This design comes from an exercise in tuning for small area, a short achievable clock period and few clock cycles per item on the open sky130 flow, not from production work. At most, simulation tests tie the RTL to the original design; equivalence was not proved. Function not checked in runs 1 to 5: the RTL went through the layout flow alone. Power figures rest on the tool's default switching activity, not on a simulated workload.

[flow/config.mk]
export PLATFORM = sky130hd
export DESIGN_NAME = header_length_frame_receiver_core
export DESIGN_NICKNAME = header_length_frame_receiver_core
export VERILOG_FILES = /design/flow/design.v
export SDC_FILE = /design/flow/constraint.sdc
export NUM_CORES = 4
export LEC_CHECK = 0
export CAP_MARGIN = 20
export CORE_MARGIN = 2
export CORE_UTILIZATION = 40
export CTS_CLUSTER_DIAMETER = 60
export CTS_CLUSTER_SIZE = 24
export PLACE_DENSITY = 0.72
export SETUP_SLACK_MARGIN = 2.62
export SLEW_MARGIN = 20
export SYNTH_HIERARCHICAL = 1
[flow/constraint.sdc]
create_clock -name core_clock -period 5.0 [get_ports {clock}]
set_input_delay 1.0000 -clock core_clock [delete_from_list [all_inputs] [get_ports {clock}]]
set_output_delay 1.0000 -clock core_clock [all_outputs]
set_load 0.01 [all_outputs]
[flow/design.v]
package hlfr_pkg;
   localparam int BUF_DEPTH_DEF = 256;
   localparam int OPCODE_W = 2;
   localparam int BYTE_W   = 8;
   localparam int INDEX_W  = 8;
   localparam int COUNT_W  = 9;
   localparam int EVENT_W  = 3;
   localparam logic [OPCODE_W-1:0] OP_BYTE    = 2'd0;
   localparam logic [OPCODE_W-1:0] OP_RELEASE = 2'd1;
   localparam logic [OPCODE_W-1:0] OP_READ    = 2'd2;
   localparam logic [EVENT_W-1:0] EV_STORED    = 3'd0;
   localparam logic [EVENT_W-1:0] EV_DROP_DONE = 3'd1;
   localparam logic [EVENT_W-1:0] EV_BAD_FIRST = 3'd2;
   localparam logic [EVENT_W-1:0] EV_BAD_SECND = 3'd3;
   localparam logic [EVENT_W-1:0] EV_OVERFLOW  = 3'd4;
   localparam logic [EVENT_W-1:0] EV_TOO_LONG  = 3'd5;
   localparam logic [EVENT_W-1:0] EV_COMPLETE  = 3'd6;
   localparam logic [EVENT_W-1:0] EV_OTHER_OP  = 3'd7;
   localparam logic [BYTE_W-1:0]  SYNC_FIRST   = 8'h5A;
   localparam logic [BYTE_W-1:0]  SYNC_SECOND  = 8'hA5;
   localparam logic [COUNT_W-1:0] HEADER_BYTES = 9'd3;
   typedef struct packed {
      logic                 frame_done;
      logic [COUNT_W-1:0]   byte_count;
      logic [EVENT_W-1:0]   event_code;
   } hlfr_status_type;
endpackage
import hlfr_pkg::*;
module hlfr_ctrl (
   input  logic                  clock,
   input  logic                  reset,
   input  logic                  accept,
   input  logic [OPCODE_W-1:0]   opcode,
   input  logic [BYTE_W-1:0]     rx_byte,
   output logic                  wr_en,
   output logic [7:0]            wr_pos,
   output hlfr_pkg::hlfr_status_type status
);
   logic [COUNT_W-1:0] count_ff, count_in;
   logic               done_ff, done_in;
   logic               hdr0_ff, hdr0_in;
   logic               hdr1_ff, hdr1_in;
   logic               hdr2_ff, hdr2_in;
   logic               last_ff, last_in;
   logic [7:0]         rem_ff, rem_in;
   logic [EVENT_W-1:0] event_code;
   logic               is_byte;
   assign is_byte = opcode == OP_BYTE;
   always_comb begin
      count_in   = count_ff;
      done_in    = done_ff;
      hdr0_in    = hdr0_ff;
      hdr1_in    = hdr1_ff;
      hdr2_in    = hdr2_ff;
      last_in    = last_ff;
      rem_in     = rem_ff;
      event_code = EV_OTHER_OP;
      case (opcode)
         OP_BYTE: begin
            if (done_ff) begin
               event_code = EV_DROP_DONE;
            end else if (hdr0_ff) begin
               if (rx_byte == SYNC_FIRST) begin
                  count_in   = 9'd1;
                  hdr0_in    = 1'b0;
                  hdr1_in    = 1'b1;
                  event_code = EV_STORED;
               end else begin
                  event_code = EV_BAD_FIRST;
               end
            end else if (hdr1_ff) begin
               hdr1_in = 1'b0;
               if (rx_byte == SYNC_SECOND) begin
                  count_in   = 9'd2;
                  hdr2_in    = 1'b1;
                  event_code = EV_STORED;
               end else begin
                  count_in   = 9'd0;
                  hdr0_in    = 1'b1;
                  event_code = EV_BAD_SECND;
               end
            end else if (hdr2_ff) begin
               hdr2_in = 1'b0;
               if (rx_byte > 8'd253) begin
                  count_in   = 9'd0;
                  hdr0_in    = 1'b1;
                  event_code = EV_TOO_LONG;
               end else if (rx_byte == 8'd0) begin
                  count_in   = 9'd3;
                  done_in    = 1'b1;
                  event_code = EV_COMPLETE;
               end else begin
                  count_in   = 9'd3;
                  rem_in     = rx_byte - 8'd1;
                  last_in    = rx_byte == 8'd1;
                  event_code = EV_STORED;
               end
            end else begin
               count_in = count_ff + 9'd1;
               if (last_ff) begin
                  done_in    = 1'b1;
                  event_code = EV_COMPLETE;
               end else begin
                  rem_in     = rem_ff - 8'd1;
                  last_in    = rem_ff == 8'd1;
                  event_code = EV_STORED;
               end
            end
         end
         OP_RELEASE: begin
            count_in = '0;
            done_in  = 1'b0;
            hdr0_in  = 1'b1;
            hdr1_in  = 1'b0;
            hdr2_in  = 1'b0;
         end
         default: begin
         end
      endcase
   end
   always_ff @(posedge clock) begin
      if (reset) begin
         count_ff <= '0;
         done_ff  <= 1'b0;
         hdr0_ff  <= 1'b1;
         hdr1_ff  <= 1'b0;
         hdr2_ff  <= 1'b0;
      end else if (accept) begin
         count_ff <= count_in;
         done_ff  <= done_in;
         hdr0_ff  <= hdr0_in;
         hdr1_ff  <= hdr1_in;
         hdr2_ff  <= hdr2_in;
      end
   end
   always_ff @(posedge clock) begin
      if (accept) begin
         rem_ff  <= rem_in;
         last_ff <= last_in;
      end
   end
   assign wr_en             = accept && is_byte && !done_ff;
   assign wr_pos            = count_ff[7:0];
   assign status.frame_done = done_in;
   assign status.byte_count = count_in;
   assign status.event_code = event_code;
endmodule
import hlfr_pkg::*;
module hlfr_store #(
   parameter int GRP = 16,
   localparam int NG = 256 / GRP,
   localparam int GW = $clog2(GRP)
) (
   input  logic              clock,
   input  logic              wr_en,
   input  logic [7:0]        wr_addr,
   input  logic [BYTE_W-1:0] wr_data,
   input  logic [GRP-1:0]    rd_lo_oh,
   output logic [NG-1:0][BYTE_W-1:0] grp_data
);
   logic [BYTE_W-1:0] mem [256];
   assign mem[0] = SYNC_FIRST;
   assign mem[1] = SYNC_SECOND;
   for (genvar i = 2; i < 256; i++) begin : g_row
      always_ff @(posedge clock) begin
         if (wr_en && wr_addr == 8'(i)) begin
            mem[i] <= wr_data;
         end
      end
   end
   for (genvar g = 0; g < NG; g++) begin : g_grp
      always_comb begin
         grp_data[g] = '0;
         for (int j = 0; j < GRP; j++) begin
            grp_data[g] = grp_data[g] | (mem[g * GRP + j] & {BYTE_W{rd_lo_oh[j]}});
         end
      end
   end
endmodule
import hlfr_pkg::*;
module header_length_frame_receiver_core
#(
   parameter int BUF_DEPTH = BUF_DEPTH_DEF
) (
   input  logic                clock,
   input  logic                reset,
   input  logic                req_valid,
   output logic                req_ready,
   input  logic [OPCODE_W-1:0] req_opcode,
   input  logic [BYTE_W-1:0]   req_rx_byte,
   input  logic [INDEX_W-1:0]  req_read_index,
   output logic                rsp_valid,
   input  logic                rsp_ready,
   output logic                rsp_frame_done,
   output logic [COUNT_W-1:0]  rsp_byte_count,
   output logic [BYTE_W-1:0]   rsp_read_data,
   output logic [EVENT_W-1:0]  rsp_event_code
);
   localparam int GRP = 16;
   localparam int NG  = 256 / GRP;
   localparam int GW  = $clog2(GRP);
   localparam int RW  = 1 + COUNT_W + BYTE_W + EVENT_W;
   logic               accept;
   logic               wr_en;
   logic [7:0]         wr_pos;
   hlfr_pkg::hlfr_status_type status;
   logic [NG-1:0][BYTE_W-1:0] grp_data;
   logic               s1_valid_ff;
   hlfr_pkg::hlfr_status_type s1_stat_ff;
   logic               s1_rd_ff;
   logic [7-GW:0]      s1_hi_ff;
   logic [NG-1:0][BYTE_W-1:0] s1_grp_ff;
   logic [BYTE_W-1:0]  s1_data;
   logic [RW-1:0]      s1_res;
   logic [2:0][RW-1:0] q_ff;
   logic [2:0]         qv_ff;
   logic               ready_ff;
   logic               take;
   logic [2:0]         sh_v;
   logic [2:0][RW-1:0] sh_q;
   logic [2:0]         inflight;
   assign accept    = req_valid && ready_ff;
   assign req_ready = ready_ff;
   hlfr_ctrl u_ctrl (
      .clock  (clock),
      .reset  (reset),
      .accept (accept),
      .opcode (req_opcode),
      .rx_byte(req_rx_byte),
      .wr_en  (wr_en),
      .wr_pos (wr_pos),
      .status (status)
   );
   hlfr_store #(.GRP(GRP)) u_store (
      .clock   (clock),
      .wr_en   (wr_en),
      .wr_addr (wr_pos),
      .wr_data (req_rx_byte),
      .rd_lo_oh(GRP'(1) << req_read_index[GW-1:0]),
      .grp_data(grp_data)
   );
   always_ff @(posedge clock) begin
      s1_stat_ff <= status;
      s1_rd_ff   <= req_opcode == OP_READ;
      s1_hi_ff   <= req_read_index[7:GW];
      s1_grp_ff  <= grp_data;
   end
   assign s1_data = s1_rd_ff ? s1_grp_ff[s1_hi_ff] : '0;
   assign s1_res  = {s1_stat_ff.frame_done, s1_stat_ff.byte_count, s1_data,
                     s1_stat_ff.event_code};
   assign take = qv_ff[0] && rsp_ready;
   always_comb begin
      if (take) begin
         sh_v = {1'b0, qv_ff[2:1]};
         sh_q = {q_ff[2], q_ff[2], q_ff[1]};
      end else begin
         sh_v = qv_ff;
         sh_q = q_ff;
      end
   end
   assign inflight = 3'(32'(accept) + 32'(s1_valid_ff) + 32'(qv_ff[0]) + 32'(qv_ff[1]) +
                        32'(qv_ff[2]) - 32'(take));
   always_ff @(posedge clock) begin
      if (reset) begin
         s1_valid_ff <= 1'b0;
         qv_ff       <= '0;
         ready_ff    <= 1'b1;
      end else begin
         s1_valid_ff <= accept;
         qv_ff       <= sh_v | (s1_valid_ff ? ~sh_v & {sh_v[1:0], 1'b1} : 3'b000);
         ready_ff    <= inflight < 3'd3;
      end
   end
   for (genvar i = 0; i < 3; i++) begin : g_q
      always_ff @(posedge clock) begin
         if (sh_v[i]) q_ff[i] <= sh_q[i];
         else q_ff[i] <= s1_res;
      end
   end
   assign rsp_valid = qv_ff[0];
   assign {rsp_frame_done, rsp_byte_count, rsp_read_data, rsp_event_code} = q_ff[0];
endmodule
[flow/run.sh]
#!/bin/bash
# synth_recipe.tcl (not shown) runs the flow's synth.tcl, then flattens the netlist and writes it again
# the make line also repeats each setting of config.mk as NAME=value (left out here)
make -C /OpenROAD-flow-scripts/flow DESIGN_CONFIG=/design/flow/config.mk WORK_HOME=/design/flow/orfs CLKGATE_MAP_FILE= SYNTH_SCRIPT=/design/flow/synth_recipe.tcl finish
==> impl_results.md, run 1 <==
* Sequential area share after synthesis at 81.04%
* Max cap viols at 0
* Tot GR Track Use at 19.42%
* Post-DRT Antenna Nets at 0
* Clock buffer depth at 3
* Top post-synthesis cells by count: 2,104 x edfxtp_1, 485 x a22o_1, 481 x a221oi_1
* Fillers at 16.69k
* Outcome: complete, no violations
* Clock-pin slew on the worst setup and hold paths at 80 ps
* Static leakage at 28.34 nW
* Setup TNS Final at 0 ps
* Distinct cell type count after synthesis at 67
* Pin count of the biggest net entering global routing at 167
* Share of cells above drive strength 1 at 18.02%
* Critical path capture point type: flip-flop
* PD cells at 364.5 mW/mm^2
* Global-route met1 utilization at 27.00%
* Worst slack, placed at 570.5 ps
* Final Max Slew Viols at 0
* Final HPWL DP at 122.6 mm
* Die W at 456.8 um
* Slack of the critical path at 2592 ps
* IO buf count at 44
* Final net count at 4,592
* Reg2reg path depth at 6
* Synthesized area at 0.08201 mm^2
* Yosys reg bits at 2,268
* Synth Net Count at 4,537
* Period utilization at 48.16%
* Final hold violations at 0
* RR Endpoint: q_ff[6]$_DFFE_PP_
* Gpl congestion at 0.8946
* Drt total wl at 208.7 mm
* Met3 usage at 3.283%
* Post-synth top area share at 77.04%
* Antenna Cells at 0
* Max_slew headroom at 35.13%
* Worst vdd ir at 0.2235 mV
* Worst reg-to-reg setup slack at 2610 ps
* Finished Core Util at 45.78%
* Vias in the first global route at 43.04k
* Top-count cell post-synth: edfxtp_1
* Average wire per standard cell at 28.43 um
* Ys flop type: edfxtp_1
* GRT overflow at 0
* Maximum fanout along the worst path at 100
* Syn Inst Count at 4,504
* Iteration-0 DRC Markers at 6,657
* Hold buffers post-CTS at 0
* Synth-to-layout area growth at 13.97%
* Worst hold path class: reg -> reg
* Syn Area/Cell at 18.21 um^2
* Num CTS Buffers at 130
* Clock Tree Root: clkbuf_16
* Worst-margin pin slew at 973.1 ps
* H-Tree Depth at 4
* DR vias at 44.93k
* Final Setup Violations at 0
* Ys Warns at 10
* RSZ-0062 raised after global routing: true
* CTS tree: done
* TritonCTS Sinks at 2,268
* CP Class: in -> reg
* Global route hottest layer: met2
* DRC Markers at 0
* Final Skew at 42.73 ps
* Detailed Routing Iterations Pass 1 at 5
* Area contributors post-synth: edfxtp_1 77%, a22o_1 5.2%, a221oi_1 5.1%
* Initial core utilization at 40.17%
* Async S/R FF share, synth at 0%
* I/O Pins at 45
* Placed inst area at 0.08736 mm^2
* Crit path from: req_read_index[2]
* Met2 usage at 31.00%
* Fmax at 415.3 MHz
* Core area at 0.2042 mm^2
* Startpoint types: input port
* FP Rows at 166
* Min Hold Slack at 468.3 ps
* Cell area after layout at 0.09347 mm^2
* Die area at 0.2087 mm^2
* Post-synth EDFFs at 2,104
* Die extent in y at 456.8 um
* Global-route wire length before repair at 299.5 mm
* Clk Latency, worst-skew pair at 800 ps
* Vias per cell at 6.118
* Critical path arrival at 3020 ps
* Required time of the critical path at 5620 ps
* Reg2reg start: s1_hi_ff[1]$_DFF_P_
* Crit path capture: s1_grp_ff[12]$_DFF_P_
* Final Critical Period at 2408 ps
* Initial antenna violation count at 1
* Yosys top cell by area: edfxtp_1
-- per-module statistics from Yosys, one instance, submodules excluded, a selection --
module / cells / cell area, um^2
header_length_frame_receiver_core: 513 / 7027
hlfr_ctrl: 233 / 1808
-- worst max-delay path: stages --
cell             delay [ps]
clkdlybuf4s15_2         320
nand2b_4                220
nor3_2                   70
buf_12                  200
a22o_1                  370
a221oi_1                360
nand4_1                 210
-- per-layer routing --
layer  routed length [um]  share of wire [%]  vias up
li1                     -                  -    18890
met1                81750                 39    23010
met2                98810                 47     2657
met3                20820                 10      366
met4                 7361                3.5        0
met5                    0                  0        -
-- how the worst min path moves through the flow --
stage                                      start                  to  slack (ps)  depth (start not counted)
after global placement    s1_stat_ff[12]$_DFF_P_  q_ff[62]$_DFFE_PN_         450                          0
after floorplan            s1_stat_ff[0]$_DFF_P_  q_ff[42]$_DFFE_PN_         430                          0
after detailed placement  s1_stat_ff[12]$_DFF_P_  q_ff[62]$_DFFE_PN_         450                          0
after global routing       s1_stat_ff[0]$_DFF_P_  q_ff[42]$_DFFE_PN_         480                          0
after CTS                 s1_stat_ff[12]$_DFF_P_  q_ff[62]$_DFFE_PN_         470                          0
final                     s1_stat_ff[12]$_DFF_P_  q_ff[62]$_DFFE_PN_         470                          0
-- placed cells by master (no fill, tap or decap), types with 14 or more instances in the layout --
cell and instances:
a221oi_2 29, dfxtp_1 152, nor2_2 24, buf_4 117
buf_12 62, a21oi_1 30, a221oi_1 452, nor2_1 33
o21ai_0 21, a22o_1 485, o21ai_1 16, clkbuf_16 136
clkbuf_1 31, a22oi_1 40, nor2_4 233, edfxtp_1 2104
nor2b_1 14, mux2i_1 34, nand2_1 128, nand4_1 130
buf_2 25, a222oi_1 16
-- logic make-up (layout without fill, tap and decap cells) --
family | Yosys count | after routing | synth area share [%]
AO/OA/AOI/OAI | 1128 | 1128 | 11.71
XOR/XNOR | 12 | 12 | 0.1282
adder cells (fa/ha/maj) | 11 | 11 | 0.1953
buffers and inverters | 338 | 486 | 1.953
flip-flops | 2268 | 2268 | 81.04
multiplexers | 61 | 61 | 1.048
AND/OR/NAND/NOR | 686 | 689 | 3.929
-- final cells by class --
cell class | instances | area [um^2] | area share (%)
clock inverter | 58 | 698.2 | 0.7470
sequential | 2268 | 66490 | 71.14
inverter | 20 | 87.58 | 0.09370
timing repair buffer | 238 | 2719 | 2.909
multi-input combinational | 1901 | 16550 | 17.70
tap | 2688 | 3363 | 3.598
clock buffer | 170 | 3561 | 3.810
-- report_power, final --
group          total, mW  switching (mW)  internal [mW]
combinational       1.43           0.984          0.441
sequential          20.9           0.106           20.8
clock               11.7            6.19           5.51
-- state kept, by name, summed over array words and instances, names as in the netlist, 3 cells and up --
signal and cells:
u_store.mem 2032, s1_grp_ff 128, q_ff 63, s1_stat_ff 13, u_ctrl.count_ff 9, u_ctrl.rem_ff 8
s1_hi_ff 4, qv_ff 3
-- stage by stage --
stage               cells  power, mW
floorplan            4504      21.92
global placement     7025      22.70
detailed placement   7025      22.73
CTS                  7337      34.14
global route         7343      34.90
finish               7343      34.07
-- repair_timing --
item,4_1_cts,5_1_grt
hold endpoints to repair,0,0
gates resized for setup,288,34
cloned,6,0
setup endpoints to repair,2220,612
pin swaps,52,5
setup buffers,78,6
==> run 2, diff against run 1 <==
--- a/flow/config.mk
+++ b/flow/config.mk
@@ -12,5 +12,5 @@
 export CTS_CLUSTER_SIZE = 24
 export PLACE_DENSITY = 0.72
-export SETUP_SLACK_MARGIN = 2.62
+export SETUP_SLACK_MARGIN = 3.0
 export SLEW_MARGIN = 20
 export SYNTH_HIERARCHICAL = 1
==> run 2 against run 1 <==
  * Still clean on timing, DRC and antenna
  * Sequential share of layout area is 4.1 points lower
  * Via count is 4.0% higher
  * Clock power is 7% higher
  * Die area unchanged
  * Critical endpoint is now q_ff[7]$_DFFE_PP_
==> impl_results.md, run 2 <==
* Crit-path slowest cell: a222oi_1 (was a22o_1)
* Final Setup Violations at 0 (unchanged)
* Die extent in y at 456.8 um (unchanged)
* CP peak stage delay at 970 ps (was 370 ps)
* Worst vdd ir at 0.3874 mV (was 0.2235 mV)
* Initial antenna violation count at 4 (was 1)
* Largest delay share family, worst path: compound AO/OA/AOI/OAI gates (unchanged)
* H-Tree Depth at 4 (unchanged)
* Final HPWL DP at 122.1 mm (was 122.6 mm)
* Vias per cell at 6.225 (was 6.118)
* Average wire per standard cell at 30.68 um (was 28.43 um)
* Largest register FFs at 2,032 (unchanged)
* TritonCTS Sinks at 2,268 (unchanged)
* IO buf count at 44 (unchanged)
* Tot GR Track Use at 20.67% (was 19.42%)
* Synth-to-layout area growth at 20.91% (was 13.97%)
* Core area at 0.2042 mm^2 (unchanged)
* RR Endpoint: q_ff[7]$_DFFE_PP_ (was q_ff[6]$_DFFE_PP_)
* Sequential area share after synthesis at 81.04% (unchanged)
* Final Max Slew Viols at 0 (unchanged)
* Placed cells at 7,027 (was 7,025)
* Min Hold Slack at 465.3 ps (was 468.3 ps)
* Required time of the critical path at 5660 ps (was 5620 ps)
* Top routing layer used: met4 (unchanged)
* Detailed Routing Iterations Pass 1 at 8 (was 5)
* Num CTS Buffers at 133 (was 130)
* Largest reg by FF count: u_store.mem (unchanged)
* RSZ-0062 raised after global routing: true (unchanged)
* Regs by FF count: u_store.mem (2032), s1_grp_ff (128), q_ff (63) (unchanged)
* Die area at 0.2087 mm^2 (unchanged)
* Outcome: complete, no violations (unchanged)
* Synthesized area at 0.08201 mm^2 (unchanged)
* Clock share of power at 35.6% (was 34.3%)
* Hold depth at 0 (unchanged)
* Max_slew headroom at 19.13% (was 35.13%)
* Global-route wire length before repair at 317.5 mm (was 299.5 mm)
* Worst hold path startpoint: s1_stat_ff[1]$_DFF_P_ (was s1_stat_ff[12]$_DFF_P_)
* Yosys reg bits at 2,268 (unchanged)
* Fmax at 382.2 MHz (was 415.3 MHz)
* Die W at 456.8 um (unchanged)
* Critical path depth in cells at 8 (was 7)
* Met1 WL at 87.33 mm (was 81.75 mm)
* Async S/R FF share, synth at 0% (unchanged)
* Final Skew at 45.48 ps (was 42.73 ps)
* Clock buffer depth at 3 (unchanged)
* Syn Area/Cell at 18.21 um^2 (unchanged)
* Cell mode on critical path: buf_12
* Commonest cells after routing, fill and taps aside: 2,104 x edfxtp_1, 484 x a22o_1, 318 x a221oi_2 (was 2,104 x edfxtp_1, 485 x a22o_1, 452 x a221oi_1)
* Int Pwr at 27.60 mW (was 26.79 mW)
* Final net count at 4,737 (was 4,592)
* Max cap viols at 0 (unchanged)
* DRC Markers at 0 (unchanged)
* Syn Inst Count at 4,504 (unchanged)
* Worst Hold End: q_ff[43]$_DFFE_PN_ (was q_ff[62]$_DFFE_PN_)
* Pin count of the biggest net entering global routing at 188 (was 167)
* Hold buffers post-CTS at 0 (unchanged)
* Synth Net Count at 4,537 (unchanged)
* Crit path from: s1_hi_ff[2]$_DFF_P_ (was req_read_index[2])
* Worst-margin pin slew at 1213 ps (was 973.1 ps)
* Gpl congestion at 0.8513 (was 0.8946)
* CP Cell Sequence: buf_12 > buf_12 > buf_4 > mux2i_2 > a222oi_1 > a22oi_2 > buf_6 > o21ai_2 (was clkdlybuf4s15_2 > nand2b_4 > nor3_2 > buf_12 > a22o_1 > a221oi_1 > nand4_1)
* Reg2reg start: s1_hi_ff[2]$_DFF_P_ (was s1_hi_ff[1]$_DFF_P_)
* Non-filler cells, final at 7,502 (was 7,343)
* Post-synth EDFFs at 2,104 (unchanged)
* Period utilization at 52.33% (was 48.16%)
* Drt total wl at 230.1 mm (was 208.7 mm)
* Worst reg-to-reg setup slack at 2380 ps (was 2610 ps)
* Clock Tree Root: clkbuf_16 (unchanged)
* Setup TNS Final at 0 ps (unchanged)
* Vias in the first global route at 44.57k (was 43.04k)
* Switching Power at 7.608 mW (was 7.282 mW)
* Area contributors post-synth: edfxtp_1 77%, a22o_1 5.2%, a221oi_1 5.1% (unchanged)
* GRT overflow at 0 (unchanged)
* WL met3 at 23.01 mm (was 20.82 mm)
* Critical path capture point type: flip-flop (unchanged)
* Most common cell after layout, fill and taps aside: edfxtp_1 (unchanged)
* DR vias at 46.70k (was 44.93k)
* Startpoint types: flip-flop (was input port)
* I/O Pins at 45 (unchanged)
* Worst path buffer plus inverter count at 4 (was 2)
* Combinational Power Share at 4.9% (was 4.2%)
* CTS tree: done (unchanged)
* PD cells at 355.0 mW/mm^2 (was 364.5 mW/mm^2)
* Final Critical Period at 2616 ps (was 2408 ps)
* Routed met2 length at 110.1 mm (was 98.81 mm)
* Clock-pin slew on the worst setup and hold paths at 90 ps (was 80 ps)
* Reg power frac at 59.5% (was 61.5%)
* Finished Core Util at 48.57% (was 45.78%)
* Post-DRT Antenna Nets at 0 (unchanged)
* Yosys top cell by area: edfxtp_1 (unchanged)
* Distinct cell type count after synthesis at 67 (unchanged)
* Ys flop type: edfxtp_1 (unchanged)
* Top-count cell post-synth: edfxtp_1 (unchanged)
* Post-synth top area share at 77.04% (unchanged)
* Clk Latency, worst-skew pair at 830 ps (was 800 ps)
* FP Rows at 166 (unchanged)
* Top post-synthesis cells by count: 2,104 x edfxtp_1, 485 x a22o_1, 481 x a221oi_1 (unchanged)
* Maximum fanout along the worst path at 5 (was 100)
* Static leakage at 30.66 nW (was 28.34 nW)
* Ys Warns at 10 (unchanged)
* Iteration-0 DRC Markers at 7,158 (was 6,657)
* Final hold violations at 0 (unchanged)
* Share of cells above drive strength 1 at 28.20% (was 18.02%)
* Reg2reg path depth at 8 (was 6)
* Worst hold path class: reg -> reg (unchanged)
* Switch share at 21.61% (was 21.37%)
* Initial core utilization at 40.17% (unchanged)
* CP Class: reg -> reg (was in -> reg)
* Critical path arrival at 3280 ps (was 3020 ps)
## run 2: logic make-up (layout without fill, tap and decap cells)
| group | Yosys count | in the layout | synth area share, % |
|---|---|---|---|
| flip-flops | 2268 | 2268 | 81.04 |
| AO/OA/AOI/OAI | 1128 | 1128 | 11.71 |
| AND/OR/NAND/NOR | 686 | 686 | 3.929 |
| buffers and inverters | 338 | 646 | 1.953 |
| multiplexers | 61 | 61 | 1.048 |
| XOR/XNOR | 12 | 12 | 0.1282 |
| adder cells (fa/ha/maj) | 11 | 11 | 0.1953 |
| other | 0 | 2 | 0 |
## run 2: Yosys stat by module, one instance, submodules excluded, a selection
module | cells | flops+latches | copies in the design | cell area (um^2)
header_length_frame_receiver_core | 513 | 214 | 1 | 7027
hlfr_ctrl | 233 | 22 | 1 | 1808
## run 2: power groups by stage
stage / combinational, mW / clock (mW) / sequential (mW)
final: 1.71 / 12.5 / 21.0
after global routing: 1.77 / 13.2 / 21.0
after CTS: 1.61 / 12.6 / 21.0
after detailed placement: 1.44 / 0 / 21.4
after global placement: 1.40 / 0 / 21.4
after floorplan: 0.722 / 0 / 21.3
## run 2: how the worst max path moves through the flow
stage	end	slack (ps)
2_1_floorplan	ready_ff$_SDFF_PP1_	2120
3_3_place_gp	u_store.mem[218][0]$_DFFE_PP_	790
5_1_grt	q_ff[7]$_DFFE_PP_	2470
3_5_place_dp	u_store.mem[218][2]$_DFFE_PP_	670
6_report	q_ff[7]$_DFFE_PP_	2380
4_1_cts	rsp_read_data[4]	2570
## run 2: area by class of cell
class | count | area [um^2]
Antenna cell | 2 | 5.005
Clock buffer | 167 | 3719
Clock inverter | 76 | 954.7
Fill cell | 15870 | 105000
Inverter | 20 | 115.1
Multi-Input combinational cell | 1898 | 19070
Sequential cell | 2268 | 66490
Tap cell | 2688 | 3363
Timing Repair Buffer | 383 | 5450
## run 2: worst reg2reg max path, cell delays in order, from the launching register on
cell and delay [ps]:
dfxtp_4 390, buf_12 150, buf_12 130, buf_4 130, mux2i_2 190, a222oi_1 970, a22oi_2 190, buf_6 190
o21ai_2 140
## run 2: layer usage
layer / track usage, % / vias to the layer above
li1: - / 19230
met5: 0 / -
met3: 3.789 / 458
met2: 33.62 / 2922
met1: 27.85 / 24090
met4: 7.421 / 0
## run 2: timing repair
| item | 4_1_cts | 5_1_grt |
|---|---|---|
| setup buffers | 155 | 47 |
| endpoints found under the setup margin | 2344 | 2190 |
| pin swaps | 118 | 109 |
| cloned | 14 | 14 |
| gates resized for setup | 485 | 138 |
## run 2: per-stage QoR
step / total power [mW] / cell area, um^2 / setup WS (ps)
5_1_grt: 35.96 / 99160 / 2469
4_1_cts: 35.11 / 97730 / 2573
6_report: 35.21 / 99160 / 2384
2_1_floorplan: 22.03 / 86590 / 2121
3_3_place_gp: 22.79 / 89410 / 789.7
3_5_place_dp: 22.82 / 89410 / 667.0
==> run 3, diff against run 2 <==
--- a/flow/config.mk
+++ b/flow/config.mk
@@ -9,8 +9,9 @@
 export CORE_MARGIN = 2
 export CORE_UTILIZATION = 40
+export CTS_BUF_LIST = sky130_fd_sc_hd__clkbuf_8 sky130_fd_sc_hd__clkbuf_16
 export CTS_CLUSTER_DIAMETER = 60
 export CTS_CLUSTER_SIZE = 24
 export PLACE_DENSITY = 0.72
-export SETUP_SLACK_MARGIN = 3.0
+export SETUP_SLACK_MARGIN = 2.8
 export SLEW_MARGIN = 20
 export SYNTH_HIERARCHICAL = 1
==> run 3 against run 2 <==
  * Still clean on timing, DRC and antenna
  * First-iteration DRC count decreased by 2.3%
  * Via count decreased by 1.7%
  * Register-to-register slack improved by 340 ps
  * Sequential share of layout area increased by 2.8 points
  * Synthesized area unchanged
  * Clock skew decreased by 5.0 ps
  * Critical path depth decreased by 7
  * Die area unchanged
  * Combinational power decreased by 11%
  * Synthesized cell count unchanged
  * Final area decreased by 4.0%
  * Largest cell class unchanged
  * Largest power group unchanged
==> impl_results.md, run 3 <==
* Reg2reg path depth at 8 (unchanged)
* Num CTS Buffers at 135 (was 133)
* Commonest cells after routing, fill and taps aside: 2,104 x edfxtp_1, 485 x a22o_1, 439 x a221oi_1 (was 2,104 x edfxtp_1, 484 x a22o_1, 318 x a221oi_2)
* Finished Core Util at 46.60% (was 48.57%)
* Core area at 0.2042 mm^2 (unchanged)
* Die W at 456.8 um (unchanged)
* Vias in the first global route at 43.84k (was 44.57k)
* Critical path arrival at 1310 ps (was 3280 ps)
* Yosys reg bits at 2,268 (unchanged)
* Tot Pwr at 34.72 mW (was 35.21 mW)
* Final Setup Violations at 0 (unchanged)
* Most common cell after layout, fill and taps aside: edfxtp_1 (unchanged)
* Static leakage at 29.22 nW (was 30.66 nW)
* PD cells at 364.9 mW/mm^2 (was 355.0 mW/mm^2)
* Die area at 0.2087 mm^2 (unchanged)
* Worst hold path startpoint: u_store.mem[140][1]$_DFFE_PP_ (was s1_stat_ff[1]$_DFF_P_)
* Outcome: complete, no violations (unchanged)
* Pin count of the biggest net entering global routing at 180 (was 188)
* Global-route wire length before repair at 308.1 mm (was 317.5 mm)
* Gpl congestion at 0.8821 (was 0.8513)
* Clock-pin slew on the worst setup and hold paths at 90 ps (about the same)
* Startpoint types: flip-flop (unchanged)
* Worst Hold End: s1_grp_ff[65]$_DFF_P_ (was q_ff[43]$_DFFE_PN_)
* Largest register FFs at 2,032 (unchanged)
* Syn Inst Count at 4,504 (unchanged)
* Share of cells above drive strength 1 at 20.19% (was 28.20%)
* Final Max Slew Viols at 0 (unchanged)
* Detailed Routing Iterations Pass 1 at 8 (unchanged)
* Max_slew headroom at 32.03% (was 19.13%)
* Fmax at 433.1 MHz (was 382.2 MHz)
* Critical path capture point type: primary output (was flip-flop)
* CTS tree: done (unchanged)
* Worst-margin pin slew at 1019 ps (was 1213 ps)
* Worst reg-to-reg setup slack at 2720 ps (was 2380 ps)
* Top post-synthesis cells by count: 2,104 x edfxtp_1, 485 x a22o_1, 481 x a221oi_1 (unchanged)
* Post-DRT Antenna Nets at 0 (unchanged)
* IO buf count at 44 (unchanged)
* Slack of the critical path at 2691 ps (was 2384 ps)
* Average wire per standard cell at 29.50 um (was 30.68 um)
* Distinct cell type count after synthesis at 67 (unchanged)
* Post-synth EDFFs at 2,104 (unchanged)
* Clk Latency, worst-skew pair at 820 ps (was 830 ps)
* Reg2reg start: s1_hi_ff[1]$_DFF_P_ (was s1_hi_ff[2]$_DFF_P_)
* Final net count at 4,652 (was 4,737)
* RSZ-0062 raised after global routing: true (unchanged)
* Tot GR Track Use at 20.05% (was 20.67%)
* FP Rows at 166 (unchanged)
* Regs by FF count: u_store.mem (2032), s1_grp_ff (128), q_ff (63) (unchanged)
* I/O Pins at 45 (unchanged)
* Vias per cell at 6.188 (was 6.225)
* CP Cell Sequence: buf_2 (was buf_12 > buf_12 > buf_4 > mux2i_2 > a222oi_1 > a22oi_2 > buf_6 > o21ai_2)
* RR Endpoint: q_ff[29]$_DFFE_PP_ (was q_ff[7]$_DFFE_PP_)
* Final hold violations at 0 (unchanged)
* Final Skew at 40.53 ps (was 45.48 ps)
* CP Class: reg -> out (was reg -> reg)
* Final Critical Period at 2309 ps (was 2616 ps)
* Largest reg by FF count: u_store.mem (unchanged)
* GRT overflow at 0 (unchanged)
* Required time of the critical path at 4000 ps (was 5660 ps)
* H-Tree Depth at 4 (unchanged)
* Hold buffers post-CTS at 0 (unchanged)
* Worst slack, placed at 809.9 ps (was 667.0 ps)
* Setup TNS Final at 0 ps (unchanged)
* Yosys top cell by area: edfxtp_1 (unchanged)
* Synth Net Count at 4,537 (unchanged)
* CP peak stage delay at 370 ps (was 970 ps)
* Antenna Cells at 0 (was 2)
* Sequential area share after synthesis at 81.04% (unchanged)
* TritonCTS Sinks at 2,268 (unchanged)
* Drt total wl at 218.8 mm (was 230.1 mm)
* Synth-to-layout area growth at 16.02% (was 20.91%)
* Worst vdd ir at 0.3961 mV (was 0.3874 mV)
* Final HPWL DP at 121.9 mm (was 122.1 mm)
* Fillers at 16.43k (was 15.87k)
* Crit-path slowest cell: edfxtp_1 (was a222oi_1)
* Worst hold path class: reg -> reg (unchanged)
* Hold depth at 2 (was 0)
* Area contributors post-synth: edfxtp_1 77%, a22o_1 5.2%, a221oi_1 5.1% (unchanged)
* Iteration-0 DRC Markers at 6,990 (was 7,158)
* Clock Tree Root: clkbuf_16 (unchanged)
* Ys flop type: edfxtp_1 (unchanged)
* Die extent in y at 456.8 um (unchanged)
* Worst path buffer plus inverter count at 1 (was 4)
* Post-synth top area share at 77.04% (unchanged)
* Largest delay share family, worst path: flip-flops (was compound AO/OA/AOI/OAI gates)
* DR vias at 45.90k (was 46.70k)
* Syn Area/Cell at 18.21 um^2 (unchanged)
* Max cap viols at 0 (unchanged)
* Period utilization at 46.17% (was 52.33%)
* Ys Warns at 10 (unchanged)
* Maximum fanout along the worst path at 1 (was 5)
* Synthesized area at 0.08201 mm^2 (unchanged)
* Initial antenna violation count at 4 (unchanged)
* Initial core utilization at 40.17% (unchanged)
* DRC Markers at 0 (unchanged)
* Top-count cell post-synth: edfxtp_1 (unchanged)
* Clock buffer depth at 3 (unchanged)
* Async S/R FF share, synth at 0% (unchanged)
run 3: metal layers:
metal,track usage (%),up-vias,share of wire (%)
li1,-,19020,-
met1,27.25,23510,37
met2,32.24,2969,47
met3,3.482,406,11
met4,7.784,2,4.4
met5,0,-,0.0037
run 3: report_power, final:
group	internal (mW)	switching (mW)
Combinational	0.491	1.04
Sequential	20.8	0.105
Clock	5.73	6.51
Total	27.1	7.66
run 3: timing repair:
item	in CTS	in global routing
setup endpoints to repair	2233	1581
gates cloned	10	4
buffers inserted	88	42
pin swaps	71	49
gates resized for setup	393	77
run 3: how the worst max path moves through the flow:
stage	to	slack (ps)	cells after the start	start
floorplan	ready_ff$_SDFF_PP1_	2120	9	rsp_ready
CTS	rsp_event_code[2]	2630	1	q_ff[2]$_DFFE_PP_
finish	rsp_event_code[1]	2690	1	q_ff[1]$_DFFE_PP_
global route	rsp_byte_count[6]	2630	1	q_ff[17]$_DFFE_PP_
global placement	u_store.mem[207][7]$_DFFE_PP_	880	8	req_opcode[1]
detailed placement	u_store.mem[143][7]$_DFFE_PP_	810	8	req_opcode[1]
run 3: area by class of cell:
| cell class | instances | area (um^2) | share of cell area [%] |
|---|---|---|---|
| Timing Repair Buffer | 294 | 3654 | 3.840 |
| Inverter | 20 | 117.6 | 0.1236 |
| Tap cell | 2688 | 3363 | 3.535 |
| Clock buffer | 145 | 3617 | 3.802 |
| Sequential cell | 2268 | 66490 | 69.88 |
| Clock inverter | 103 | 982.2 | 1.032 |
| Multi-Input combinational cell | 1900 | 16920 | 17.79 |
run 3: kinds of logic (layout without fill, tap and decap cells):
group / count (synthesis) / after routing / synth area share (%)
flip-flops: 2268 / 2268 / 81.04
AO/OA/AOI/OAI: 1128 / 1128 / 11.71
adder cells (fa/ha/maj): 11 / 11 / 0.1953
XOR/XNOR: 12 / 12 / 0.1282
multiplexers: 61 / 61 / 1.048
buffers and inverters: 338 / 562 / 1.953
AND/OR/NAND/NOR: 686 / 688 / 3.929
run 3: per-stage QoR:
| stage | std cells | hold WS, ps | cell area [um^2] |
|---|---|---|---|
| floorplan | 4504 | 429.9 | 84010 |
| global placement | 7025 | 450.1 | 87420 |
| detailed placement | 7026 | 453.1 | 87440 |
| CTS | 7372 | 460.2 | 94230 |
| global route | 7418 | 474.1 | 95150 |
| finish | 7418 | 460.6 | 95150 |
run 3: Yosys stat by module, one instance, submodules excluded, a selection:
module,copies in the design,flops+latches,cells inside
hlfr_ctrl,1,22,233
header_length_frame_receiver_core,1,214,513
==> run 4, diff against run 3 <==
--- a/flow/config.mk
+++ b/flow/config.mk
@@ -9,7 +9,7 @@
 export CORE_MARGIN = 2
 export CORE_UTILIZATION = 40
-export CTS_BUF_LIST = sky130_fd_sc_hd__clkbuf_8 sky130_fd_sc_hd__clkbuf_16
-export CTS_CLUSTER_DIAMETER = 60
-export CTS_CLUSTER_SIZE = 24
+export CTS_BUF_LIST = sky130_fd_sc_hd__clkbuf_8
+export CTS_CLUSTER_DIAMETER = 50
+export CTS_CLUSTER_SIZE = 16
 export PLACE_DENSITY = 0.72
 export SETUP_SLACK_MARGIN = 2.8
==> run 4 against run 3 <==
  * Setup slack got worse by 190 ps
  * Synthesized area unchanged
  * Clock skew up 11 ps
  * Combinational power shrank 3%
  * Sequential share of layout area up 1.1 points
  * Total power down 5.6%
  * Final area decreased by 1.6%
  * Count of clock-buffer cells in the layout is 44 higher
  * Sequential power about the same
  * Largest cell class unchanged
==> impl_results.md, run 4 <==
* Outcome: complete, no violations (unchanged)
* Cell area after layout at 0.09363 mm^2 (was 0.09515 mm^2)
* Most common cell after layout, fill and taps aside: edfxtp_1 (unchanged)
* Max_slew headroom at 25.62% (was 32.03%)
* Max cap viols at 0 (unchanged)
* Syn Area/Cell at 18.21 um^2 (unchanged)
* PD cells at 349.9 mW/mm^2 (was 364.9 mW/mm^2)
* Final hold violations at 0 (unchanged)
* Synth Net Count at 4,537 (unchanged)
* Global-route wire length before repair at 306.4 mm (was 308.1 mm)
* Clock-pin slew on the worst setup and hold paths at 100 ps (was 90 ps)
* XOR/XNOR share of the synthesized area at 0.1282% (unchanged)
* Worst hold path class: in -> reg (was reg -> reg)
* Static leakage at 28.71 nW (was 29.22 nW)
* Async S/R FF share, synth at 0% (unchanged)
* Post-Synth Adder-Cell Area at 0.1953% (unchanged)
* Area contributors post-synth: edfxtp_1 77%, a22o_1 5.2%, a221oi_1 5.1% (unchanged)
* Yosys reg bits at 2,268 (unchanged)
* Combinational Power Share at 4.5% (was 4.4%)
* Die W at 456.8 um (unchanged)
* DR vias at 45.42k (was 45.90k)
* Post-synth top area share at 77.04% (unchanged)
* Sequential area share after synthesis at 81.04% (unchanged)
* Clock buffer depth at 3 (unchanged)
* Final HPWL DP at 121.9 mm (unchanged)
* Simple-Gate Fraction of Synth Area at 3.928% (unchanged)
* Iteration-0 DRC Markers at 6,816 (was 6,990)
* Yosys top cell by area: edfxtp_1 (unchanged)
* IO buf count at 44 (unchanged)
* FP Rows at 166 (unchanged)
* Main combinational cell family by area after synthesis: compound AO/OA/AOI/OAI gates (unchanged)
* Top post-synthesis cells by count: 2,104 x edfxtp_1, 485 x a22o_1, 481 x a221oi_1 (unchanged)
* Reg power frac at 63.9% (was 60.3%)
* Slack of the critical path at 2505 ps (was 2691 ps)
* Critical path capture point type: primary output (unchanged)
* Regs by FF count: u_store.mem (2032), s1_grp_ff (128), q_ff (63) (unchanged)
* Mux contribution to synthesized area at 1.048% (unchanged)
* Placed cells at 7,026 (unchanged)
* Share of cells above drive strength 1 at 19.44% (was 20.19%)
* CP peak stage delay at 370 ps (about the same)
* GRT overflow at 0 (unchanged)
* Non-filler cells, final at 7,473 (was 7,418)
* Placed inst area at 0.08744 mm^2 (unchanged)
* CTS tree: done (unchanged)
* Required time of the critical path at 4000 ps (about the same)
* Core area at 0.2042 mm^2 (unchanged)
* Startpoint types: flip-flop (unchanged)
* TritonCTS Sinks at 2,268 (unchanged)
* Clock share of power at 31.5% (was 35.3%)
* Final Skew at 51.43 ps (was 40.53 ps)
* Min Hold Slack at 447.3 ps (was 460.6 ps)
* Worst slack, placed at 809.9 ps (unchanged)
* Pin count of the biggest net entering global routing at 180 (unchanged)
* Fmax at 400.8 MHz (was 433.1 MHz)
* Final Max Slew Viols at 0 (unchanged)
* Int Pwr at 25.52 mW (was 27.07 mW)
* Largest register FFs at 2,032 (unchanged)
* Maximum fanout along the worst path at 1 (unchanged)
* Worst-margin pin slew at 1116 ps (was 1019 ps)
* H-Tree Depth at 4 (unchanged)
* Switching Power at 7.245 mW (was 7.656 mW)
* Final Critical Period at 2495 ps (was 2309 ps)
* Synthesized area at 0.08201 mm^2 (unchanged)
* Commonest cells after routing, fill and taps aside: 2,104 x edfxtp_1, 485 x a22o_1, 465 x a221oi_1 (was 2,104 x edfxtp_1, 485 x a22o_1, 439 x a221oi_1)
* Average wire per standard cell at 28.70 um (was 29.50 um)
* Final net count at 4,668 (was 4,652)
* Crit-path slowest cell: edfxtp_1 (unchanged)
* Worst path buffer plus inverter count at 1 (unchanged)
* Clk Latency, worst-skew pair at 1000 ps (was 820 ps)
* Worst vdd ir at 0.2860 mV (was 0.3961 mV)
* Vias in the first global route at 43.93k (was 43.84k)
* Initial antenna violation count at 3 (was 4)
* Drt total wl at 214.5 mm (was 218.8 mm)
* Vias per cell at 6.077 (was 6.188)
* Largest delay share family, worst path: flip-flops (unchanged)
* Initial core utilization at 40.17% (unchanged)
* Die area at 0.2087 mm^2 (unchanged)
* Clock Tree Root: clkbuf_8 (was clkbuf_16)
* Switch share at 22.11% (was 22.05%)
* Setup TNS Final at 0 ps (unchanged)
* Ys Warns at 10 (unchanged)
* I/O Pins at 45 (unchanged)
* RSZ-0062 raised after global routing: true (unchanged)
* CP Class: reg -> out (unchanged)
* Gpl congestion at 0.8821 (unchanged)
* Synth-to-layout area growth at 14.16% (was 16.02%)
* Die extent in y at 456.8 um (unchanged)
* Syn Inst Count at 4,504 (unchanged)
* Period utilization at 49.90% (was 46.17%)
* Compound-Gate Fraction of Synth Area at 11.71% (unchanged)
* Top-count cell post-synth: edfxtp_1 (unchanged)
* DRC Markers at 0 (unchanged)
* Ys flop type: edfxtp_1 (unchanged)
* Distinct cell type count after synthesis at 67 (unchanged)
* Final Setup Violations at 0 (unchanged)
* Critical path arrival at 1500 ps (was 1310 ps)
* Tot GR Track Use at 19.93% (was 20.05%)
* Post-synth EDFFs at 2,104 (unchanged)
* Post-DRT Antenna Nets at 0 (unchanged)
* Num CTS Buffers at 177 (was 135)
* Largest reg by FF count: u_store.mem (unchanged)
* Detailed Routing Iterations Pass 1 at 8 (unchanged)
* CP Cell Sequence: buf_2 (unchanged)
run 4: path summary, 6_finish.rpt:
kind                          from                  end  slack (ps)  cells past startpoint
max reg2reg    qv_ff[0]$_SDFF_PP0_  ready_ff$_SDFF_PP1_        2640                     10
min              req_read_index[6]  s1_hi_ff[2]$_DFF_P_         450                      1
max             q_ff[11]$_DFFE_PP_    rsp_byte_count[0]        2500                      1
min reg2reg  s1_stat_ff[3]$_DFF_P_   q_ff[53]$_DFFE_PN_         460                      0
run 4: logic make-up (layout without fill, tap and decap cells):
family                   count (synthesis)  after routing
adder cells (fa/ha/maj)                 11             11
multiplexers                            61             61
flip-flops                            2268           2268
AND/OR/NAND/NOR                        686            688
XOR/XNOR                                12             12
other                                    0              2
buffers and inverters                  338            615
AO/OA/AOI/OAI                         1128           1128
run 4: repair_timing:
item / CTS / global route
resized for setup: 310 / 69
cloned: 9 / 0
buffers inserted: 89 / 20
hold buffers: 0 / 0
pin swaps: 59 / 29
endpoints found under the setup margin: 2211 / 1357
run 4: final cells by class:
class | instances | area, um^2
sequential | 2268 | 66500
antenna | 2 | 5.005
multi-input combinational | 1900 | 16660
timing repair buffer | 268 | 3343
tap | 2688 | 3363
fill | 16640 | 110500
clock buffer | 189 | 2601
inverter | 20 | 120.1
clock inverter | 138 | 1044
run 4: layer usage:
metal,vias up,part of all wire [%],GRT usage [%]
li1,19010,-,-
met1,23240,38,27.35
met2,2756,48,31.78
met3,404,10,3.396
met4,2,3.9,7.738
met5,-,0.0042,0
run 4: Yosys stat by module (local to each module, per instance), excerpt:
module	times used	cell area, um^2
hlfr_ctrl	1	1808
header_length_frame_receiver_core	1	7027
run 4: power groups by stage:
| stage | logic, mW | registers, mW | clock network (mW) |
|---|---|---|---|
| 2_1_floorplan | 0.618 | 21.3 | 0 |
| 3_3_place_gp | 1.33 | 21.4 | 0 |
| 3_5_place_dp | 1.36 | 21.4 | 0 |
| 4_1_cts | 1.44 | 20.9 | 10.4 |
| 5_1_grt | 1.55 | 21.0 | 11.1 |
| 6_report | 1.49 | 20.9 | 10.3 |
run 4: through the flow:
stage          total power [mW]  utilization [%]
2_1_floorplan             21.93                -
3_3_place_gp              22.70            42.82
3_5_place_dp              22.74            42.83
4_1_cts                   32.79            45.59
5_1_grt                   33.60            45.86
6_report                  32.76            45.86
==> run 5, diff against run 4 <==
--- a/flow/design.v
+++ b/flow/design.v
@@ -214,4 +214,5 @@
    logic [RW-1:0]      s1_res;
    logic [2:0][RW-1:0] q_ff;
+   logic [RW-1:0]      out_ff;
    logic [2:0]         qv_ff;
    logic               ready_ff;
@@ -278,5 +279,9 @@
       end
    end
+   always_ff @(posedge clock) begin
+      if (reset) out_ff <= '0;
+      else out_ff <= sh_v[0] ? sh_q[0] : s1_res;
+   end
    assign rsp_valid = qv_ff[0];
-   assign {rsp_frame_done, rsp_byte_count, rsp_read_data, rsp_event_code} = q_ff[0];
+   assign {rsp_frame_done, rsp_byte_count, rsp_read_data, rsp_event_code} = out_ff;
 endmodule
--- a/flow/config.mk
+++ b/flow/config.mk
@@ -9,7 +9,6 @@
 export CORE_MARGIN = 2
 export CORE_UTILIZATION = 40
-export CTS_BUF_LIST = sky130_fd_sc_hd__clkbuf_8
-export CTS_CLUSTER_DIAMETER = 50
-export CTS_CLUSTER_SIZE = 16
+export CTS_CLUSTER_DIAMETER = 60
+export CTS_CLUSTER_SIZE = 24
 export PLACE_DENSITY = 0.72
 export SETUP_SLACK_MARGIN = 2.8
==> run 5 against run 4 <==
  * Setup slack better by 63 ps
  * Synthesized area increased by 0.49%
  * Final area is 1.6% higher
  * Flip-flop and latch count grew 21
  * Clock skew shrank 5.0 ps
  * Worst hold slack better by 14 ps
  * Core utilization rose by 0.60 points
  * Fmax increased by 2.6%
  * Critical endpoint is now ready_ff$_SDFF_PP1_
==> impl_results.md, run 5 <==
* Yosys top cell by area: edfxtp_1 (unchanged)
* I/O Pins at 45 (unchanged)
* Async S/R FF share, synth at 0% (unchanged)
* Setup TNS Final at 0 ps (unchanged)
* Final Critical Period at 2432 ps (was 2495 ps)
* Worst hold path startpoint: s1_stat_ff[3]$_DFF_P_ (was req_read_index[6])
* Period utilization at 48.65% (was 49.90%)
* FP Rows at 166 (unchanged)
* Post-synth EDFFs at 2,083 (was 2,104)
* Initial core utilization at 40.24% (was 40.17%)
* RSZ-0062 raised after global routing: true (unchanged)
* Area contributors post-synth: edfxtp_1 76%, a22o_1 5.3%, a221oi_1 5.1% (was edfxtp_1 77%, a22o_1 5.2%, a221oi_1 5.1%)
* Pin count of the biggest net entering global routing at 179 (was 180)
* Critical path arrival at 3120 ps (was 1500 ps)
* Clk Latency, worst-skew pair at 800 ps (was 1000 ps)
* Num CTS Buffers at 120 (was 177)
* Critical path capture point type: flip-flop (was primary output)
* RR Endpoint: ready_ff$_SDFF_PP1_ (unchanged)
* Top-count cell post-synth: edfxtp_1 (unchanged)
* TritonCTS Sinks at 2,289 (was 2,268)
* Largest reg by FF count: u_store.mem (unchanged)
* Int Pwr at 26.52 mW (was 25.52 mW)
* Final HPWL DP at 120.6 mm (was 121.9 mm)
* Die extent in y at 457.9 um (was 456.8 um)
* Synth Net Count at 4,561 (was 4,537)
* Outcome: complete, no violations (unchanged)
* Sequential area share after synthesis at 80.90% (was 81.04%)
* Share of cells above drive strength 1 at 19.73% (was 19.44%)
* Vias per cell at 6.151 (was 6.077)
* Regs by FF count: u_store.mem (2032), s1_grp_ff (128), q_ff (63) (unchanged)
* CP Class: in -> reg (was reg -> out)
* Clock Tree Root: clkbuf_16 (was clkbuf_8)
* Required time of the critical path at 5690 ps (was 4000 ps)
* Maximum fanout along the worst path at 2 (was 1)
* Initial antenna violation count at 9 (was 3)
* CTS tree: done (unchanged)
* Startpoint types: input port (was flip-flop)
* Tot GR Track Use at 19.83% (was 19.93%)
* Gpl congestion at 0.8421 (was 0.8821)
* Die area at 0.2097 mm^2 (was 0.2087 mm^2)
* Vias in the first global route at 43.59k (was 43.93k)
* Clock buffer depth at 3 (unchanged)
* GRT overflow at 0 (unchanged)
* Global-route wire length before repair at 307.6 mm (was 306.4 mm)
* Top post-synthesis cells by count: 2,083 x edfxtp_1, 498 x a22o_1, 481 x a221oi_1 (was 2,104 x edfxtp_1, 485 x a22o_1, 481 x a221oi_1)
* Reg power frac at 62.3% (was 63.9%)
* Final net count at 4,655 (was 4,668)
* Reg2reg start: qv_ff[0]$_SDFF_PP0_ (unchanged)
* Final hold violations at 0 (unchanged)
* DR vias at 45.63k (was 45.42k)
* DRC Markers at 0 (unchanged)
* Drt total wl at 214.7 mm (was 214.5 mm)
* Synth-to-layout area growth at 15.44% (was 14.16%)
* Final Skew at 46.46 ps (was 51.43 ps)
* Combinational Power Share at 4.7% (was 4.5%)
* Fmax at 411.1 MHz (was 400.8 MHz)
* Largest register FFs at 2,032 (unchanged)
* Worst-margin pin slew at 1172 ps (was 1116 ps)
* Worst hold path class: reg -> reg (was in -> reg)
* Core area at 0.2048 mm^2 (was 0.2042 mm^2)
* Worst vdd ir at 0.3122 mV (was 0.2860 mV)
* Tot Pwr at 33.88 mW (was 32.76 mW)
* Reg2reg path depth at 10 (unchanged)
* Iteration-0 DRC Markers at 6,587 (was 6,816)
* Post-synth top area share at 75.90% (was 77.04%)
* Synthesized area at 0.08241 mm^2 (was 0.08201 mm^2)
* Static leakage at 28.68 nW (was 28.71 nW)
* Commonest cells after routing, fill and taps aside: 2,083 x edfxtp_1, 498 x a22o_1, 442 x a221oi_1 (was 2,104 x edfxtp_1, 485 x a22o_1, 465 x a221oi_1)
* Switching Power at 7.353 mW (was 7.245 mW)
* Syn Area/Cell at 18.20 um^2 (was 18.21 um^2)
* Switch share at 21.70% (was 22.11%)
* Worst reg-to-reg setup slack at 2600 ps (was 2640 ps)
* Final Setup Violations at 0 (unchanged)
* Worst Hold End: q_ff[53]$_DFFE_PN_ (was s1_hi_ff[2]$_DFF_P_)
* H-Tree Depth at 3 (was 4)
* Most common cell after layout, fill and taps aside: edfxtp_1 (unchanged)
* Average wire per standard cell at 28.94 um (was 28.70 um)
* Ys Warns at 10 (unchanged)
* PD cells at 356.1 mW/mm^2 (was 349.9 mW/mm^2)
* Syn Inst Count at 4,528 (was 4,504)
* Clock share of power at 33.0% (was 31.5%)
* Max cap viols at 0 (unchanged)
* Distinct cell type count after synthesis at 72 (was 67)
* Yosys reg bits at 2,289 (was 2,268)
* Final Max Slew Viols at 0 (unchanged)
* Detailed Routing Iterations Pass 1 at 6 (was 8)
* Post-DRT Antenna Nets at 0 (unchanged)
* Clock-pin slew on the worst setup and hold paths at 90 ps (was 100 ps)
* Hold depth at 0 (was 1)
* Ys flop type: edfxtp_1 (unchanged)
* IO buf count at 44 (unchanged)
* Die W at 457.9 um (was 456.8 um)
* Max_slew headroom at 21.87% (was 25.62%)
## run 5: how the worst max path moves through the flow
| stage | startpoint | to | slack (ps) | depth (start not counted) |
|---|---|---|---|---|
| 4_1_cts | qv_ff[0]$_SDFF_PP0_ | rsp_valid | 2560 | 2 |
| 3_3_place_gp | req_opcode[1] | u_store.mem[24][5]$_DFFE_PP_ | 710 | 7 |
| 2_1_floorplan | rsp_ready | ready_ff$_SDFF_PP1_ | 1840 | 11 |
| 6_report | rsp_ready | ready_ff$_SDFF_PP1_ | 2570 | 11 |
| 3_5_place_dp | req_opcode[1] | u_store.mem[20][2]$_DFFE_PP_ | 680 | 7 |
| 5_1_grt | qv_ff[0]$_SDFF_PP0_ | ready_ff$_SDFF_PP1_ | 2550 | 10 |
## run 5: area by class of cell
class	instances	area, um^2
Clock inverter	53	633.1
Clock buffer	176	3359
Multi-Input combinational cell	1914	17420
Tap cell	2688	3363
Sequential cell	2289	66710
Antenna cell	1	2.502
Timing Repair Buffer	276	3528
Fill cell	16490	109700
Inverter	21	123.9
## run 5: logic make-up (layout without fill, tap and decap cells)
logic type                 Yosys count  after routing  share of synthesized area (%)
adders and majority gates           11             11                         0.1943
other                                0              1                              0
xor gates and xnor gates            12             12                         0.1275
AOI/OAI and AO/OA                 1189           1189                          12.17
and+or+nand+nor                    632            635                          3.667
muxes                               67             67                          1.110
buffers and inverters              328            526                          1.825
DFF                               2289           2289                          80.90
## run 5: power groups by stage
stage	Clock, mW	Sequential (mW)	Combinational (mW)
floorplan	0	21.5	0.640
global placement	0	21.5	1.39
detailed placement	0	21.5	1.41
CTS	11.3	21.1	1.53
global route	12.0	21.1	1.64
finish	11.2	21.1	1.58
## run 5: metrics by stage
step	util, %	cell area [um^2]	setup WS (ps)	hold slack, ps	cells
3_5_place_dp	43.09	88240	675.7	454.2	7036
3_3_place_gp	43.09	88240	711.6	447.5	7036
4_1_cts	46.17	94560	2564	466.3	7392
5_1_grt	46.46	95140	2549	482.4	7417
2_1_floorplan	-	84980	1840	431.7	4528
6_report	46.46	95140	2568	461.2	7418
## run 5: modules after synthesis, one instance, submodules excluded, excerpt
| module | flip-flops and latches | area [um^2] | copies in the design |
|---|---|---|---|
| header_length_frame_receiver_core | 235 | 7427 | 1 |
| hlfr_ctrl | 22 | 1808 | 1 |
## run 5: critical path, stage by stage
cell and delay, ps:
clkdlybuf4s15_2 200, buf_12 130, nand2_8 50, inv_4 30
ha_4 220, fa_1 500, fa_2 210, inv_2 40
fa_2 520, nand2b_1 60, a21o_1 160
## run 5: repair_timing
item	CTS	global route
hold endpoints to repair	0	0
endpoints found under the setup margin	2276	1360
cloned	6	2
pin swaps	57	20
hold buffers	0	0
resized for setup	294	65
setup buffers	121	23
## run 5: layer usage
layer	share of wire (%)	track usage [%]
met3	10	3.463
met1	39	27.64
met5	0.015	0
met2	47	31.72
met4	3.5	6.306
==> run 6, diff against run 5 <==
--- a/flow/design.v
+++ b/flow/design.v
@@ -220,5 +220,5 @@
    logic [2:0]         sh_v;
    logic [2:0][RW-1:0] sh_q;
-   logic [2:0]         inflight;
+   logic               n2, n3;
    assign accept    = req_valid && ready_ff;
    assign req_ready = ready_ff;
@@ -260,6 +260,6 @@
       end
    end
-   assign inflight = 3'(32'(accept) + 32'(s1_valid_ff) + 32'(qv_ff[0]) + 32'(qv_ff[1]) +
-                        32'(qv_ff[2]) - 32'(take));
+   assign n3 = s1_valid_ff ? (qv_ff[0] && qv_ff[1]) : qv_ff[2];
+   assign n2 = s1_valid_ff ? (qv_ff[0] && !qv_ff[1]) : (qv_ff[1] && !qv_ff[2]);
    always_ff @(posedge clock) begin
       if (reset) begin
@@ -270,5 +270,5 @@
          s1_valid_ff <= accept;
          qv_ff       <= sh_v | (s1_valid_ff ? ~sh_v & {sh_v[1:0], 1'b1} : 3'b000);
-         ready_ff    <= inflight < 3'd3;
+         ready_ff    <= take || !(n3 || (n2 && accept));
       end
    end
--- a/flow/config.mk
+++ b/flow/config.mk
@@ -6,5 +6,5 @@
 export NUM_CORES = 4
 export LEC_CHECK = 0
-export CAP_MARGIN = 20
+export CAP_MARGIN = 10
 export CORE_MARGIN = 2
 export CORE_UTILIZATION = 40
@@ -13,4 +13,4 @@
 export PLACE_DENSITY = 0.72
 export SETUP_SLACK_MARGIN = 2.8
-export SLEW_MARGIN = 20
+export SLEW_MARGIN = 10
 export SYNTH_HIERARCHICAL = 1
==> run 6 against run 5 <==
  * Synthesized cell count down 0.15%
  * Synthesized area about the same
  * Sequential power about the same
  * Final area decreased by 0.36%
  * Largest cell class unchanged
==> impl_results.md, run 6 <==
* Outcome: complete, no violations (unchanged)
* Reg power frac at 60.3% (was 62.3%)
* Largest reg by FF count: u_store.mem (unchanged)
* Detailed Routing Iterations Pass 1 at 6 (unchanged)
* Syn Inst Count at 4,521 (was 4,528)
* Multi-input gate area at 0.01701 mm^2 (was 0.01742 mm^2)
* Clock Tree Root: clkbuf_16 (unchanged)
* Syn Area/Cell at 18.21 um^2 (was 18.20 um^2)
* Switch share at 21.61% (was 21.70%)
* Final Setup Violations at 0 (unchanged)
* Top post-synthesis cells by count: 2,083 x edfxtp_1, 498 x a22o_1, 481 x a221oi_1 (unchanged)
* Flip-flop and latch area at 0.06672 mm^2 (was 0.06671 mm^2)
* Final Skew at 29.99 ps (was 46.46 ps)
* Initial core utilization at 40.25% (was 40.24%)
* Die extent in y at 457.7 um (was 457.9 um)
* Worst-margin pin slew at 1171 ps (was 1172 ps)
* Vias in the first global route at 43.59k (about the same)
* Global-route wire length before repair at 307.0 mm (was 307.6 mm)
* Ys flop type: edfxtp_1 (unchanged)
* Yosys top cell by area: edfxtp_1 (unchanged)
* Average wire per standard cell at 29.19 um (was 28.94 um)
* H-Tree Depth at 4 (was 3)
* Initial antenna violation count at 6 (was 9)
* Max_slew headroom at 21.96% (was 21.87%)
* Startpoint types: input port (unchanged)
* Die area at 0.2095 mm^2 (was 0.2097 mm^2)
* Fillers at 16.47k (was 16.49k)
* Largest register FFs at 2,032 (unchanged)
* Iteration-0 DRC Markers at 6,462 (was 6,587)
* Crit path from: req_read_index[0] (was rsp_ready)
* Core area at 0.2046 mm^2 (was 0.2048 mm^2)
* Final Critical Period at 2255 ps (was 2432 ps)
* Final net count at 4,622 (was 4,655)
* Crit-path slowest cell: a221oi_1 (was fa_2)
* Post-synth top area share at 75.96% (was 75.90%)
* Commonest cells after routing, fill and taps aside: 2,083 x edfxtp_1, 498 x a22o_1, 426 x a221oi_1 (was 2,083 x edfxtp_1, 498 x a22o_1, 442 x a221oi_1)
* Vias per cell at 6.176 (was 6.151)
* Distinct cell type count after synthesis at 69 (was 72)
* Hold buffers post-CTS at 0 (unchanged)
* Top-count cell post-synth: edfxtp_1 (unchanged)
* Final Max Slew Viols at 0 (unchanged)
* DR vias at 45.66k (was 45.63k)
* Maximum fanout along the worst path at 56 (was 2)
* Reg2reg start: s1_hi_ff[2]$_DFF_P_ (was qv_ff[0]$_SDFF_PP0_)
* Worst Hold End: q_ff[57]$_DFFE_PN_ (was q_ff[53]$_DFFE_PN_)
* Tot GR Track Use at 19.91% (was 19.83%)
* Die W at 457.7 um (was 457.9 um)
* FP Rows at 166 (unchanged)
* Gpl congestion at 0.8531 (was 0.8421)
* Pin count of the biggest net entering global routing at 197 (was 179)
* Post-synth EDFFs at 2,083 (unchanged)
* Worst reg-to-reg setup slack at 2750 ps (was 2600 ps)
* Ys Warns at 10 (unchanged)
* Combinational Power Share at 4.2% (was 4.7%)
* Antenna Cells at 0 (was 1)
* Worst hold path startpoint: s1_stat_ff[7]$_DFF_P_ (was s1_stat_ff[3]$_DFF_P_)
* Async S/R FF share, synth at 0% (unchanged)
* CP peak stage delay at 510 ps (was 520 ps)
* Hold depth at 0 (unchanged)
* Synth Net Count at 4,550 (was 4,561)
* Drt total wl at 215.8 mm (was 214.7 mm)
* Clock-pin slew on the worst setup and hold paths at 90 ps (about the same)
* Worst hold path class: reg -> reg (unchanged)
* Synth-to-layout area growth at 15.13% (was 15.44%)
* Share of cells above drive strength 1 at 19.53% (was 19.73%)
* Worst vdd ir at 0.3643 mV (was 0.3122 mV)
* Worst path buffer plus inverter count at 3 (was 4)
* Critical path arrival at 2940 ps (was 3120 ps)
* Clk Latency, worst-skew pair at 800 ps (about the same)
* RSZ-0062 raised after global routing: true (unchanged)
* Regs by FF count: u_store.mem (2032), s1_grp_ff (128), q_ff (63) (unchanged)
* Max cap viols at 0 (unchanged)
* Reg2reg path depth at 5 (was 10)
* TritonCTS Sinks at 2,289 (unchanged)
* Int Pwr at 27.44 mW (was 26.52 mW)
* Post-DRT Antenna Nets at 0 (unchanged)
* Slack of the critical path at 2745 ps (was 2568 ps)
* Largest delay share family, worst path: compound AO/OA/AOI/OAI gates (was adder cells)
* Clock share of power at 35.5% (was 33.0%)
* RR Endpoint: out_ff[3]$_SDFF_PP0_ (was ready_ff$_SDFF_PP1_)
* Area contributors post-synth: edfxtp_1 76%, a22o_1 5.3%, a221oi_1 5.1% (unchanged)
* CTS tree: done (unchanged)
* Critical path capture point type: flip-flop (unchanged)
* Final hold violations at 0 (unchanged)
* Fmax at 443.4 MHz (was 411.1 MHz)
* PD cells at 369.2 mW/mm^2 (was 356.1 mW/mm^2)
* Most common cell after layout, fill and taps aside: edfxtp_1 (unchanged)
* Sequential area share after synthesis at 80.97% (was 80.90%)
* Period utilization at 45.10% (was 48.65%)
* I/O Pins at 45 (unchanged)
* Final HPWL DP at 124.9 mm (was 120.6 mm)
* CP Cell Sequence: buf_2 > nand2b_4 > nor3_4 > buf_4 > buf_12 > a22o_1 > a221oi_1 > nand4_1 (was clkdlybuf4s15_2 > buf_12 > nand2_8 > inv_4 > ha_4 > fa_1 > fa_2 > inv_2 > fa_2 > nand2b_1 > a21o_1)
* Worst slack, placed at 574.4 ps (was 675.7 ps)
* Clock buffer depth at 3 (unchanged)
* Static leakage at 28.71 nW (was 28.68 nW)
* CP Class: in -> reg (unchanged)
* Switching Power at 7.563 mW (was 7.353 mW)
* Yosys reg bits at 2,289 (unchanged)
* IO buf count at 44 (unchanged)
* Synthesized area at 0.08234 mm^2 (was 0.08241 mm^2)
* GRT overflow at 0 (unchanged)
* Num CTS Buffers at 133 (was 120)
* DRC Markers at 0 (unchanged)
* Required time of the critical path at 5680 ps (was 5690 ps)
* Setup TNS Final at 0 ps (unchanged)
[run 6: modules after synthesis, one instance, submodules excluded, a selection]
| module | flip-flops and latches | area (um^2) | cells inside |
|---|---|---|---|
| hlfr_ctrl | 22 | 1808 | 233 |
| header_length_frame_receiver_core | 235 | 7356 | 530 |
[run 6: what timing repair did]
item / CTS / global route
pin swaps: 59 / 14
buffers inserted: 74 / 7
setup endpoints to repair: 2260 / 1208
gates resized for setup: 494 / 76
gates cloned: 4 / 1
[run 6: final cells by class]
| class | instances | area share (%) |
|---|---|---|
| clock buffer | 174 | 3.896 |
| clock inverter | 73 | 1.033 |
| inverter | 14 | 0.09899 |
| multi-input combinational | 1912 | 17.95 |
| sequential | 2289 | 70.38 |
| tap | 2688 | 3.548 |
| timing repair buffer | 243 | 3.102 |
[run 6: power groups by stage]
stage,logic [mW],clock network (mW),registers (mW)
floorplan,0.623,0,21.5
global route,1.53,13.2,21.1
CTS,1.43,12.5,21.1
global placement,1.33,0,21.5
detailed placement,1.36,0,21.6
finish,1.47,12.4,21.1
[run 6: stage by stage]
step                hold slack [ps]  area, um^2  util [%]  std cells  total power, mW
floorplan                     431.7       83790         -       4521            22.08
global placement              447.6       87350     42.69       7060            22.88
detailed placement            454.1       87350     42.69       7060            22.91
CTS                           474.9       94420     46.15       7385            35.03
global route                  475.8       94800     46.34       7393            35.83
finish                        470.3       94800     46.34       7393            35.00
[run 6: worst reg2reg max path: cells and delay by family (launching register included)]
family	cells	cell delay, ps
compound gates	3	1230
flops	1	500
mux	1	210
buf+inv	1	180
[run 6: cells by family (layout without fill, tap and decap cells)]
| family | after synthesis | after routing | synth area share (%) |
|---|---|---|---|
| multiplexers | 67 | 67 | 1.120 |
| AND/OR/NAND/NOR | 636 | 636 | 3.697 |
| adder cells (fa/ha/maj) | 7 | 7 | 0.1064 |
| buffers and inverters | 320 | 504 | 1.796 |
| AO/OA/AOI/OAI | 1191 | 1191 | 12.19 |
| XOR/XNOR | 11 | 11 | 0.1170 |
| flip-flops | 2289 | 2289 | 80.97 |
[run 6: how the worst max path moves through the flow]
stage                                                to  slack (ps)  cells past startpoint
after floorplan            u_store.mem[24][0]$_DFFE_PP_        2160                      7
after global placement    u_store.mem[245][2]$_DFFE_PP_         660                      8
after detailed placement  u_store.mem[197][6]$_DFFE_PP_         570                      8
after CTS                              rsp_read_data[5]        2700                      1
after global routing                          rsp_valid        2700                      1
final                             s1_grp_ff[74]$_DFF_P_        2740                      8
[run 6: metal layers]
| layer | routed length, um | vias to the layer above | track usage (%) | part of all wire (%) |
|---|---|---|---|---|
| met5 | 12 | - | 0 | 0.0056 |
| li1 | - | 19070 | - | - |
| met4 | 7883 | 2 | 7.101 | 3.7 |
| met2 | 103600 | 2768 | 32.27 | 48 |
| met3 | 21980 | 367 | 3.543 | 10 |
| met1 | 82360 | 23450 | 27.03 | 38 |
Testbench counts of run 6, summed over its fixed seeds: cycles 24,016, items 24,000.

Check on run 6: ideal ports give 2.745 ns setup slack; a clkbuf_16 on the clock port and buf_2 on the inputs give 2.668 ns; moving port delays by the midpoint clock arrival (0.875 ns) as well gives 1.910 ns.
